This design comes from an exercise in tuning for small area and a short achievable clock period on the open sky130 flow, not from production work.
Only simulation tests tie the RTL to the original design; equivalence was not proved.
Power and IR drop assume default switching activity.

==> inputs of fjord <==
// neander_mem_resp
module neander_mem_resp #(
    parameter int WAIT_CYCLES = 1,
    parameter int DATA_W      = 8
) (
    input  logic              clock,
    input  logic              RESET,
    input  logic [7:0]        endM,
    input  logic [DATA_W-1:0] dataIN,
    input  logic              read,
    input  logic              write,
    output logic [DATA_W-1:0] dataOUT,
    output logic              ready,
    input  logic              ld_we,
    input  logic [7:0]        ld_addr,
    input  logic [DATA_W-1:0] ld_data,
    output logic [DATA_W-1:0] io_out,
    output logic              ld_rdy
);
==> module neander_mem_resp, before the edit <==
module neander_mem_resp #(
    parameter int WAIT_CYCLES = 1,
    parameter int DATA_W      = 8
) (
    input  logic              clock,
    input  logic              RESET,
    input  logic [7:0]        endM,
    input  logic [DATA_W-1:0] dataIN,
    input  logic              read,
    input  logic              write,
    output logic [DATA_W-1:0] dataOUT,
    output logic              ready,
    input  logic              ld_we,
    input  logic [7:0]        ld_addr,
    input  logic [DATA_W-1:0] ld_data,
    output logic [DATA_W-1:0] io_out,
    output logic              ld_rdy
);
    localparam int NWORDS = 255;
    localparam int NGRP   = 16;           
    localparam int GW     = 256 / NGRP;   
    logic              r_idle, r_s1, r_s2, r_s3;
    logic [15:0]       r_hi;              
    logic [15:0]       r_lo [2];          
    logic              r_iohit;           
    logic [DATA_W-1:0] r_data;
    logic              r_op_wr;
    logic              r_ldrdy;           
    logic [15:0]       r_whi_n;           
    logic [15:0]       r_wlo_n [2];       
    logic [DATA_W-1:0] r_dout;
    logic [DATA_W-1:0] r_rd [NGRP];
    logic [DATA_W-1:0] r_io;
    logic [DATA_W-1:0] r_mem [NWORDS];
    logic              w_accept;
    logic              w_io_hit;
    logic [7:0]        w_addr;
    logic              w_ld_take;
    logic              w_cpu_wr;
    logic [DATA_W-1:0] w_grp [NGRP];
    logic [DATA_W-1:0] w_rd_word;
    assign w_accept = r_idle && !ld_we && (read || write);
    assign w_io_hit = r_iohit;
    assign w_addr   = ld_we ? ld_addr : endM;
    assign w_ld_take = r_idle && ld_we;
    assign w_cpu_wr  = r_s2 && r_op_wr;
    always_comb begin
        for (int g = 0; g < NGRP; g++) begin
            w_grp[g] = '0;
            for (int i = 0; i < GW; i++) begin
                if (g * GW + i < NWORDS) begin
                    w_grp[g] = w_grp[g] | ({DATA_W{r_lo[g / 8][i]}} & r_mem[g * GW + i]);
                end
            end
        end
    end
    always_comb begin
        w_rd_word = '0;
        for (int g = 0; g < NGRP; g++) begin
            if (r_hi[g * (16 / NGRP) +: (16 / NGRP)] != '0) begin
                w_rd_word = w_rd_word | r_rd[g];
            end
        end
    end
    always_ff @(posedge clock) begin
        for (int w = 0; w < NWORDS; w++) begin
            if (!(r_whi_n[w / 16] || r_wlo_n[w / 128][w % 16])) begin
                r_mem[w] <= r_data;
            end
        end
    end
    always_ff @(posedge clock) begin
        if (r_idle) begin
            r_data  <= ld_we ? ld_data : dataIN;
            r_op_wr <= write;
        end
    end
    always_ff @(posedge clock) begin
        for (int g = 0; g < NGRP; g++) begin
            r_rd[g] <= w_grp[g];
        end
    end
    always_ff @(posedge clock) begin
        if (RESET) begin
            r_idle    <= 1'b1;
            r_s1      <= 1'b0;
            r_s2      <= 1'b0;
            r_s3      <= 1'b0;
            r_ldrdy   <= 1'b1;
            r_whi_n   <= '1;
            r_wlo_n[0] <= '1;
            r_wlo_n[1] <= '1;
            r_hi      <= '0;
            r_lo[0]   <= '0;
            r_lo[1]   <= '0;
            r_iohit   <= 1'b0;
            r_dout    <= '0;
            r_io      <= '0;
        end else begin
            r_idle    <= (r_idle && !w_accept) || r_s3;
            r_s1      <= w_accept;
            r_s2      <= r_s1;
            r_s3      <= r_s2;
            r_ldrdy   <= !(w_accept || r_s1 || r_s2);
            for (int i = 0; i < 16; i++) begin
                r_whi_n[i] <= !((w_ld_take && (ld_addr[7:4] == 4'(i))) || (w_cpu_wr && r_hi[i]));
                r_wlo_n[0][i] <= !((w_ld_take && !ld_addr[7] && (ld_addr[3:0] == 4'(i))) ||
                                   (w_cpu_wr && r_lo[0][i]));
                r_wlo_n[1][i] <= !((w_ld_take &&  ld_addr[7] && (ld_addr[3:0] == 4'(i))) ||
                                   (w_cpu_wr && r_lo[1][i]));
            end
            if (r_idle) begin
                for (int i = 0; i < 16; i++) begin
                    r_hi[i]    <= (w_addr[7:4] == 4'(i));
                    r_lo[0][i] <= !w_addr[7] && (w_addr[3:0] == 4'(i));
                    r_lo[1][i] <=  w_addr[7] && (w_addr[3:0] == 4'(i));
                end
                r_iohit <= (w_addr == 8'hFF);
            end
            if (r_s2) begin
                if (!r_op_wr) begin
                    r_dout <= w_io_hit ? r_io : w_rd_word;
                end else if (w_io_hit) begin
                    r_io <= r_data;
                end
            end
        end
    end
    assign dataOUT = r_dout;
    assign ready   = r_s3;
    assign ld_rdy  = r_ldrdy;
    assign io_out  = r_io;
endmodule
clock: 4.4 ns
lec_check: 0
abc_clock_period_in_ps: 1800
cap_margin: 20
core_margin: 2
core_utilization: 68
cts_cluster_diameter: 100
cts_cluster_size: 24
place_density: 0.7
setup_slack_margin: 2.25
slew_margin: 20
standard.sh (not shown) runs the stock make flow with config.mk's settings and CLKGATE_MAP_FILE= SYNTH_SCRIPT=/design/flow/synth_recipe.tcl, a recipe that flattens the netlist after the stock synthesis.
==> flow/flow/run.sh <==
#!/bin/bash
# The standard layout, with one change: the port buffers that buffer_ports
# inserts on every input and output are buf_4 cells rather than the delay-cell
# buffers it picks by default. Everything else (synthesis, floorplan, power
# grid, placement, CTS, routing) is standard.sh unchanged.
set -euo pipefail
export BUFFER_PORTS_ARGS="-buffer_cell sky130_fd_sc_hd__buf_4"
bash standard.sh finish > standard_finish.log 2>&1
==> inputs of raven, as changes to fjord <==
--- a/flow/design.v
+++ b/flow/design.v
@@ -29,4 +29,4 @@
     logic              r_ldrdy;           
-    logic [15:0]       r_whi_n;           
-    logic [15:0]       r_wlo_n [2];       
+    logic [15:0]       r_whi;             
+    logic [15:0]       r_wlo;             
     logic [DATA_W-1:0] r_dout;
@@ -67,3 +67,3 @@
         for (int w = 0; w < NWORDS; w++) begin
-            if (!(r_whi_n[w / 16] || r_wlo_n[w / 128][w % 16])) begin
+            if (r_whi[w / 16] && r_wlo[w % 16]) begin
                 r_mem[w] <= r_data;
@@ -90,5 +90,4 @@
             r_ldrdy   <= 1'b1;
-            r_whi_n   <= '1;
-            r_wlo_n[0] <= '1;
-            r_wlo_n[1] <= '1;
+            r_whi     <= '0;
+            r_wlo     <= '0;
             r_hi      <= '0;
@@ -106,7 +105,5 @@
             for (int i = 0; i < 16; i++) begin
-                r_whi_n[i] <= !((w_ld_take && (ld_addr[7:4] == 4'(i))) || (w_cpu_wr && r_hi[i]));
-                r_wlo_n[0][i] <= !((w_ld_take && !ld_addr[7] && (ld_addr[3:0] == 4'(i))) ||
-                                   (w_cpu_wr && r_lo[0][i]));
-                r_wlo_n[1][i] <= !((w_ld_take &&  ld_addr[7] && (ld_addr[3:0] == 4'(i))) ||
-                                   (w_cpu_wr && r_lo[1][i]));
+                r_whi[i] <= (w_ld_take && (ld_addr[7:4] == 4'(i))) || (w_cpu_wr && r_hi[i]);
+                r_wlo[i] <= (w_ld_take && (ld_addr[3:0] == 4'(i))) ||
+                            (w_cpu_wr && (r_lo[0][i] || r_lo[1][i]));
             end
Settings changed: CORE_UTILIZATION 68 to 60, PLACE_DENSITY 0.7 to not set, SETUP_SLACK_MARGIN 2.25 to 2.2.
==> inputs of zinc, as changes to fjord <==
--- a/flow/design.v
+++ b/flow/design.v
@@ -20,3 +20,3 @@
     localparam int NWORDS = 255;
-    localparam int NGRP   = 16;           
+    localparam int NGRP   = 8;            
     localparam int GW     = 256 / NGRP;   
@@ -24,9 +24,6 @@
     logic [15:0]       r_hi;              
-    logic [15:0]       r_lo [2];          
-    logic              r_iohit;           
+    logic [15:0]       r_lo;              
     logic [DATA_W-1:0] r_data;
     logic              r_op_wr;
-    logic              r_ldrdy;           
-    logic [15:0]       r_whi_n;           
-    logic [15:0]       r_wlo_n [2];       
+    logic              r_wcommit;
     logic [DATA_W-1:0] r_dout;
@@ -38,4 +35,3 @@
     logic [7:0]        w_addr;
-    logic              w_ld_take;
-    logic              w_cpu_wr;
+    logic [NWORDS-1:0] w_sel;
     logic [DATA_W-1:0] w_grp [NGRP];
@@ -43,6 +39,9 @@
     assign w_accept = r_idle && !ld_we && (read || write);
-    assign w_io_hit = r_iohit;
+    assign w_io_hit = r_hi[15] && r_lo[15];
     assign w_addr   = ld_we ? ld_addr : endM;
-    assign w_ld_take = r_idle && ld_we;
-    assign w_cpu_wr  = r_s2 && r_op_wr;
+    always_comb begin
+        for (int w = 0; w < NWORDS; w++) begin
+            w_sel[w] = r_hi[w / 16] && r_lo[w % 16];
+        end
+    end
     always_comb begin
@@ -52,3 +51,3 @@
                 if (g * GW + i < NWORDS) begin
-                    w_grp[g] = w_grp[g] | ({DATA_W{r_lo[g / 8][i]}} & r_mem[g * GW + i]);
+                    w_grp[g] = w_grp[g] | ({DATA_W{w_sel[g * GW + i]}} & r_mem[g * GW + i]);
                 end
@@ -67,3 +66,3 @@
         for (int w = 0; w < NWORDS; w++) begin
-            if (!(r_whi_n[w / 16] || r_wlo_n[w / 128][w % 16])) begin
+            if (r_wcommit && w_sel[w]) begin
                 r_mem[w] <= r_data;
@@ -89,10 +88,5 @@
             r_s3      <= 1'b0;
-            r_ldrdy   <= 1'b1;
-            r_whi_n   <= '1;
-            r_wlo_n[0] <= '1;
-            r_wlo_n[1] <= '1;
+            r_wcommit <= 1'b0;
             r_hi      <= '0;
-            r_lo[0]   <= '0;
-            r_lo[1]   <= '0;
-            r_iohit   <= 1'b0;
+            r_lo      <= '0;
             r_dout    <= '0;
@@ -104,17 +98,8 @@
             r_s3      <= r_s2;
-            r_ldrdy   <= !(w_accept || r_s1 || r_s2);
-            for (int i = 0; i < 16; i++) begin
-                r_whi_n[i] <= !((w_ld_take && (ld_addr[7:4] == 4'(i))) || (w_cpu_wr && r_hi[i]));
-                r_wlo_n[0][i] <= !((w_ld_take && !ld_addr[7] && (ld_addr[3:0] == 4'(i))) ||
-                                   (w_cpu_wr && r_lo[0][i]));
-                r_wlo_n[1][i] <= !((w_ld_take &&  ld_addr[7] && (ld_addr[3:0] == 4'(i))) ||
-                                   (w_cpu_wr && r_lo[1][i]));
-            end
+            r_wcommit <= (r_idle && ld_we) || (r_s2 && r_op_wr);
             if (r_idle) begin
                 for (int i = 0; i < 16; i++) begin
-                    r_hi[i]    <= (w_addr[7:4] == 4'(i));
-                    r_lo[0][i] <= !w_addr[7] && (w_addr[3:0] == 4'(i));
-                    r_lo[1][i] <=  w_addr[7] && (w_addr[3:0] == 4'(i));
+                    r_hi[i] <= (w_addr[7:4] == 4'(i));
+                    r_lo[i] <= (w_addr[3:0] == 4'(i));
                 end
-                r_iohit <= (w_addr == 8'hFF);
             end
@@ -131,3 +116,3 @@
     assign ready   = r_s3;
-    assign ld_rdy  = r_ldrdy;
+    assign ld_rdy  = r_idle;
     assign io_out  = r_io;
==> flow/run.sh (new file) <==
#!/bin/bash
# synth_recipe.tcl (not shown) runs the flow's synth.tcl, then flattens the netlist and writes it again
# the make line also repeats each setting of config.mk as NAME=value (left out here)
make -C /OpenROAD-flow-scripts/flow DESIGN_CONFIG=/design/flow/config.mk WORK_HOME=/design/flow/orfs CLKGATE_MAP_FILE= SYNTH_SCRIPT=/design/flow/synth_recipe.tcl finish
Settings changed: CORE_UTILIZATION 68 to 60, PLACE_DENSITY 0.7 to not set, SETUP_SLACK_MARGIN 2.25 to 2.1.
removed: flow/flow/run.sh
removed: flow/standard.sh
==> summary of the runs <==
- Clock skew: raven < zinc < fjord.
- Power: zinc is smaller than raven (about 4%).
- fjord finished with timing, DRC and antenna clean. zinc finished with timing, DRC and antenna clean. raven finished but fails on antenna rules.
- In raven the count of clock-buffer cells in the layout is lower than in fjord, by 1.
- Via count, highest first: fjord, raven, zinc.
- Critical path depth is the same in raven and zinc.
- Of raven and zinc, raven has the higher wire length (gap about 4.6%, measured against zinc).
- Global-route usage: zinc is lower than fjord (4.0 points).

==> re-timing with driven ports <==
In the flow no input, the clock included, has a driving cell. The finished layouts below were timed again as built, in two steps.
Step 1, drivers: a clkbuf_16 drives clock and a buf_2 each remaining input, both assumed.
Step 2 times the ports against the registers' clock, not the clock port: input delays grow and output delays shrink by t, the midpoint of the rising clock arrivals with the driver on.
Three values: ideal ports, drivers, drivers and shift; two values: the first two.
run	t, ns	slack for setup (ns)	latest minus earliest clock arrival (ns)
fjord	0.809	2.214 / 2.144 / 1.699	0.035 / 0.035
raven	0.825	2.201 / 2.144 / 1.749	0.022 / 0.022
zinc	0.805	2.032 / 2.032 / 1.713	0.033 / 0.034
For fjord, which loses most, drivers alone change the setup slack by -0.070 ns; drivers and shift together by -0.515 ns.
